This is an optimization exercise on Yosys and OpenROAD, whose aim is small area, a short achievable clock period and few clock cycles per item, not a production implementation.
At most, simulation tests tie the RTL to the original design; equivalence was not proved.
Power figures rest on the tool's default switching activity, not on a simulated workload.

Design motor_speed_pi_pid_control_core, start of the top module:
module motor_speed_pi_pid_control_core #(
    parameter int SAMPLE_WIDTH   = 16,
    parameter int GAIN_FRAC_BITS = 8,
    parameter int ACC_WIDTH      = 48
) (
    input  wire logic                                   i_clk,
    input  wire logic                                   i_rst_n,
    input  wire logic                                   i_s_axis_tvalid,
    output      logic                                   o_s_axis_tready,
    input  wire logic [((2*SAMPLE_WIDTH+1+7)/8)*8-1:0]  i_s_axis_tdata,
    output      logic                                   o_m_axis_tvalid,
    input  wire logic                                   i_m_axis_tready,
    output      logic [mspc_pkg::OUT_DATA_W-1:0]        o_m_axis_tdata,
    input  wire logic                                   i_cfg_we,
    input  wire logic [mspc_pkg::CFG_ADDR_W-1:0]        i_cfg_addr,
    input  wire logic [mspc_pkg::CFG_DATA_W-1:0]        i_cfg_wdata
);
Size in the first run: ~390 flip-flops, roughly 90 I/O pins, roughly 38000 sq um of cells after synthesis.
clock: 20.0 ns
lec_check: 0
abc_area: 1
cap_margin: 20
core_margin: 2
core_utilization: 55
place_density: 0.7
slew_margin: 20
standard.sh (not shown) runs the stock make flow with config.mk's settings and CLKGATE_MAP_FILE= SYNTH_SCRIPT=/design/flow/synth_recipe.tcl, a recipe that flattens the netlist after the stock synthesis.
==> flow/flow/run.sh <==
#!/bin/bash
set -euo pipefail
MARGIN=${MARGIN:-15}
sed 's/yosys synth -nofsm -noshare/yosys synth -nofsm -noshare -noabc/' synth_recipe.tcl > synth_noabc.tcl
bash standard.sh SYNTH_SCRIPT="$PWD/synth_noabc.tcl" SYNTH_OPERATIONS_ARGS=-booth SETUP_SLACK_MARGIN=$MARGIN \
    "BUFFER_PORTS_ARGS=-buffer_cell sky130_fd_sc_hd__buf_2" finish > standard_flow.log 2>&1
Rerun with:
--- a/flow/flow/run.sh
+++ b/flow/flow/run.sh
@@ -1,5 +1,5 @@
 #!/bin/bash
 set -euo pipefail
-MARGIN=${MARGIN:-15}
+MARGIN=${MARGIN:-14.5}
 sed 's/yosys synth -nofsm -noshare/yosys synth -nofsm -noshare -noabc/' synth_recipe.tcl > synth_noabc.tcl
 bash standard.sh SYNTH_SCRIPT="$PWD/synth_noabc.tcl" SYNTH_OPERATIONS_ARGS=-booth SETUP_SLACK_MARGIN=$MARGIN \
Result: Register-to-register slack improves by 0.17 ns; power goes down by 8.6%; setup slack improves by 0.17 ns; cell area goes down by 9.9%.
Rerun with:
--- a/flow/config.mk
+++ b/flow/config.mk
@@ -9,5 +9,5 @@
 export CAP_MARGIN = 20
 export CORE_MARGIN = 2
-export CORE_UTILIZATION = 55
-export PLACE_DENSITY = 0.7
+export CORE_UTILIZATION = 65
+export PLACE_DENSITY = 0.8
 export SLEW_MARGIN = 20
Clock skew stays flat.
Power goes down by 1.3%.
Global-route usage goes up by 6.9 points.
No run of this note included a check of the RTL's function; only the layout flow was run.

Another version of the RTL of motor_speed_pi_pid_control_core (not shown whole).
Size in the first run: roughly 4300 cells after synthesis, roughly 0.038 mm^2 of cells after synthesis.
export LEC_CHECK = 0
export ABC_AREA = 1
export CAP_MARGIN = 20
export CORE_MARGIN = 2
export CORE_UTILIZATION = 55
export CTS_CLUSTER_DIAMETER = 100
export CTS_CLUSTER_SIZE = 25
export PLACE_DENSITY = 0.7
export SLEW_MARGIN = 20
create_clock -name core_clock -period 20.0 [get_ports {i_clk}]
==> flow/flow/run.sh <==
#!/bin/bash
set -euo pipefail
MARGIN=${MARGIN:-14.7}
sed 's/yosys synth -nofsm -noshare/yosys synth -nofsm -noshare -noabc/' synth_recipe.tcl > synth_noabc.tcl
bash standard.sh SYNTH_SCRIPT="$PWD/synth_noabc.tcl" SYNTH_OPERATIONS_ARGS=-booth SETUP_SLACK_MARGIN=$MARGIN \
    "BUFFER_PORTS_ARGS=-buffer_cell sky130_fd_sc_hd__buf_2" finish > standard_flow.log 2>&1
Testbench counts at the start, summed over its fixed seeds: cycles 19,416, items 19,200.
Rerun with:
Settings changed: CTS_CLUSTER_SIZE 25 to 20, GPL_ROUTABILITY_DRIVEN from default to 0.
Result: The changed run completed with no timing, DRC or antenna violations. Routed wire length came out lower by 0.51%. Worst setup slack gets worse by 0.098 ns. Non-clock buffer count is higher by 12.
Rerun with:
Settings changed: GPL_ROUTABILITY_DRIVEN 0 to default.
The changed run finished clean.
Register-to-register slack is better by 0.15 ns.
Via count is lower slightly.
Clock skew stays flat.
Final cell count is lower slightly.
Fmax is higher by a few percent.
Count of clock-buffer cells in the layout is lower by 2.
Setup slack is better by 0.15 ns.

motor_speed_pi_pid_control_core, a different RTL version from the one above (not shown whole).
For scale: ~4300 cells after synthesis, roughly 390 flip-flops, ~90 I/O pins, ~0.039 mm² of cells after synthesis.
clock: 20.0 ns
lec_check: 0
abc_area: 1
cap_margin: 20
core_margin: 2
core_utilization: 45
place_density: 0.6
slew_margin: 20
Scripts as last shown in full above: flow/flow/run.sh
Testbench counts at the start, summed over its fixed seeds: cycles 19,416, items 19,200.
Rerun with:
- CORE_UTILIZATION: 45 -> 55
- PLACE_DENSITY: 0.6 -> 0.7
The new run passed the timing, DRC and antenna checks.
Die area falls by about a fifth.
Via count rises slightly.
Critical path depth does not change.
Final area falls slightly.
Routed wire length falls slightly.
Clock skew hardly moves.
Rerun with:
--- a/flow/flow/run.sh
+++ b/flow/flow/run.sh
@@ -2,3 +2,3 @@
 set -euo pipefail
-MARGIN=${MARGIN:-14.7}
+MARGIN=${MARGIN:-14.5}
 sed 's/yosys synth -nofsm -noshare/yosys synth -nofsm -noshare -noabc/' synth_recipe.tcl > synth_noabc.tcl
The changed run went through all stages and came out clean.
Fmax fell by about 3%.
Worst hold slack improves by 23 ps.
First-iteration DRC count fell by 8.1%.
Power fell by about 3.7%.
Sequential power hardly moves.

oak:
motor_speed_pi_pid_control_core, a different RTL version from the one above (not shown whole).
Size in the first run: about 380 flip-flops, roughly 90 I/O pins, about 37000 sq um of cells after synthesis.
==> flow/config.mk <==
export PLATFORM = sky130hd
export DESIGN_NAME = motor_speed_pi_pid_control_core
export DESIGN_NICKNAME = motor_speed_pi_pid_control_core
export VERILOG_FILES = /design/flow/design.v
export SDC_FILE = /design/flow/constraint.sdc
export NUM_CORES = 4
export LEC_CHECK = 0
export ABC_AREA = 1
export CAP_MARGIN = 20
export CORE_MARGIN = 2
export CORE_UTILIZATION = 55
export CTS_CLUSTER_DIAMETER = 100
export CTS_CLUSTER_SIZE = 20
export PLACE_DENSITY = 0.6
export SLEW_MARGIN = 20
==> flow/constraint.sdc <==
create_clock -name core_clock -period 20.0 [get_ports {i_clk}]
set_input_delay 4.0000 -clock core_clock [delete_from_list [all_inputs] [get_ports {i_clk}]]
set_output_delay 4.0000 -clock core_clock [all_outputs]
set_load 0.01 [all_outputs]
==> flow/flow/run.sh <==
#!/bin/bash
set -euo pipefail
MARGIN=${MARGIN:-14.7}
sed 's/yosys synth -nofsm -noshare/yosys synth -nofsm -noshare -noabc/' synth_recipe.tcl > synth_noabc.tcl
bash standard.sh SYNTH_SCRIPT="$PWD/synth_noabc.tcl" SYNTH_OPERATIONS_ARGS=-booth SETUP_SLACK_MARGIN=$MARGIN \
    "BUFFER_PORTS_ARGS=-buffer_cell sky130_fd_sc_hd__buf_2" finish > standard_flow.log 2>&1
Testbench counts of oak, summed over its fixed seeds: cycles 19,416, items 19,200.
Modified inputs, pine compared to oak
diff --git a/flow/config.mk b/flow/config.mk
--- a/flow/config.mk
+++ b/flow/config.mk
@@ -13,3 +13,3 @@
 export CTS_CLUSTER_SIZE = 20
-export PLACE_DENSITY = 0.6
+export PLACE_DENSITY = 0.7
 export SLEW_MARGIN = 20
[summary]
Having completed the whole flow, pine delivered a layout that passed the timing, DRC and antenna checks.
oak reached the end of the flow, and the finished layout is clean on the timing, DRC and antenna checks.
Post-layout instance area (pine vs. oak) increases slightly
pine has less setup slack than oak.
Sort pine and oak by sequential share of layout area, ascending, and pine comes first.
Summary of pine over oak: area added between synthesis and finish moved up; wire length moved down; peak supply drop moved up.
### pine -> birch
diff --git a/flow/config.mk b/flow/config.mk
--- a/flow/config.mk
+++ b/flow/config.mk
@@ -12,3 +12,3 @@
 export CTS_CLUSTER_DIAMETER = 100
-export CTS_CLUSTER_SIZE = 20
+export CTS_CLUSTER_SIZE = 16
 export PLACE_DENSITY = 0.7
[summary]
- Looking at total power after layout, birch sits 0.93% lower than pine does.
- On share of the clock period used by the worst path after layout, birch and pine are neck and neck.
- Number of buffers added by the clock tree synthesis step, birch vs pine: up by a little under 10%

== run 1 ==
RTL: one of the versions met above, not the one the previous note started from.
For scale: about 4300 cells after synthesis, ~380 flip-flops, ~0.038 mm2 of cells after synthesis.
export LEC_CHECK = 0
export ABC_AREA = 1
export CAP_MARGIN = 20
export CORE_MARGIN = 2
export CORE_UTILIZATION = 55
export CTS_CLUSTER_DIAMETER = 100
export CTS_CLUSTER_SIZE = 20
export PLACE_DENSITY = 0.7
export SLEW_MARGIN = 20
create_clock -name core_clock -period 20.0 [get_ports {i_clk}]
==> flow/flow/run.sh <==
#!/bin/bash
set -euo pipefail
MARGIN=${MARGIN:-14.7}
sed 's/yosys synth -nofsm -noshare/yosys synth -nofsm -noshare -noabc/' synth_recipe.tcl > synth_noabc.tcl
bash standard.sh SYNTH_SCRIPT="$PWD/synth_noabc.tcl" SYNTH_OPERATIONS_ARGS=-booth SETUP_SLACK_MARGIN=$MARGIN MATCH_CELL_FOOTPRINT=0 \
    "BUFFER_PORTS_ARGS=-buffer_cell sky130_fd_sc_hd__buf_2" finish > standard_flow.log 2>&1
Testbench counts of run 1, summed over its fixed seeds: cycles 19,416, items 19,200.
> inputs changed (run 1 -> run 2)
Settings: a change of CTS_CLUSTER_SIZE from 20 to 30.
==> flow/flow/run.sh <==
#!/bin/bash
set -euo pipefail
MARGIN=${MARGIN:-14.7}
sed 's/yosys synth -nofsm -noshare/yosys synth -nofsm -noshare -noabc/' synth_recipe.tcl > synth_noabc.tcl
bash standard.sh SYNTH_SCRIPT="$PWD/synth_noabc.tcl" SYNTH_OPERATIONS_ARGS=-booth SETUP_SLACK_MARGIN=$MARGIN \
    "BUFFER_PORTS_ARGS=-buffer_cell sky130_fd_sc_hd__buf_2" finish > standard_flow.log 2>&1
### Flow results
- Run 1 and run 2 all finish clean.
- Comparing run 1 with run 2, the power came out essentially unchanged.
- Highest-delay cell along the critical path: buf_4 -> run 1, fa_1 -> run 2
- Against run 1, run 2 comes in 0.19 ns lower on data required time of the critical path.
- Run 2: power share of the combinational group 0.2 points above run 1
- Run 2 vs run 1 — global-route usage dropped 0.18 points.
- On cell count, run 1 and run 2 are basically level.
Changes in run 3 relative to run 2:
Settings: CTS_CLUSTER_DIAMETER changed from 100 to 150; CTS_CLUSTER_SIZE changed from 30 to 20.
==> notes.md <==
- Run 3 finished every step from synthesis to the final layout, and the layout passed the timing, DRC and antenna checks.
- Compared with run 2, run 3 shows a flop-to-flop setup slack that is 0.03 ns higher.
- Delta (run 3 minus run 2): share of power burned in combinational logic saw a decrease; worst hold slack saw an increase; layout-stage area growth over the synthesis result saw a decrease.
Changes in run 4 relative to run 3:
Settings: removing CTS_CLUSTER_SIZE (formerly 20); removing CTS_CLUSTER_DIAMETER (formerly 150).
- Compared with run 3, in run 4 clock skew now sits lower, endpoint required time on the critical path has decreased, routed wire length saw an increase, count of clock-buffer cells in the layout now sits higher, worst ir drop on vdd now sits lower.
- Looking at clock insertion delay at the later pin of the skew report, run 4 sits above run 3.
- Taking run 3 as the reference, in run 4 net switching power has increased, met2 routing resource usage after global routing level.

re-timing with driven ports:
The flow's constraints put no driver on any port. The routed layouts listed below were extracted and timed again, unchanged, in two steps.
Step 1 sets driving cells, clkbuf_16 on the clock port and buf_2 on the other inputs (assumed; they add their load-dependent delay and slew).
Step 2 adds t to the input delays and takes it off the output delays; t is the mean of the earliest and latest rising clock arrival at the registers after step 1. Input paths then give back, and output paths get back, about the clock's delay inside the block.
a / b / c = no drivers / after step 1 / after step 2; a / b = the first two.
run | shift t [ns] | slack for setup (ns) | hold slack, ns | worst data-port slew with drivers (ns)
the first run of note 1 | 0.660 | 14.367 / 14.367 / 14.367 | 0.415 / 0.415 / 0.415 | 0.04
the second run of note 1 | 0.646 | 14.537 / 14.537 / 14.023 | 0.423 / 0.423 / 0.423 | 0.04
the third run of note 1 | 0.644 | 14.267 / 14.267 / 14.017 | 0.432 / 0.432 / 0.432 | 0.04
the first run of note 2 | 0.645 | 14.717 / 14.717 / 14.204 | 0.443 / 0.443 / 0.443 | 0.04
the second run of note 2 | 0.641 | 14.619 / 14.619 / 14.154 | 0.444 / 0.444 / 0.444 | 0.04
the third run of note 2 | 0.653 | 14.766 / 14.746 / 14.191 | 0.439 / 0.439 / 0.439 | 0.04
the first run of note 3 | 0.672 | 14.692 / 14.692 / 14.152 | 0.432 / 0.432 / 0.432 | 0.04
the second run of note 3 | 0.663 | 14.686 / 14.686 / 14.222 | 0.421 / 0.421 / 0.421 | 0.04
the third run of note 3 | 0.659 | 14.513 / 14.513 / 14.021 | 0.444 / 0.444 / 0.444 | 0.04
oak | 0.696 | 14.736 / 14.698 / 14.167 | 0.425 / 0.425 / 0.425 | 0.05
pine | 0.659 | 14.707 / 14.715 / 14.062 | 0.428 / 0.428 / 0.428 | 0.05
birch | 0.696 | 14.706 / 14.706 / 14.141 | 0.428 / 0.428 / 0.428 | 0.04
run 1 | 0.686 | 14.709 / 14.711 / 14.064 | 0.438 / 0.438 / 0.438 | 0.04
run 2 | 0.655 | 14.709 / 14.709 / 14.180 | 0.438 / 0.438 / 0.438 | 0.05
run 3 | 0.638 | 14.737 / 14.737 / 14.186 | 0.442 / 0.442 / 0.442 | 0.04
run 4 | 0.655 | 14.723 / 14.723 / 14.166 | 0.433 / 0.433 / 0.433 | 0.05
After both steps every run listed still meets setup and hold.
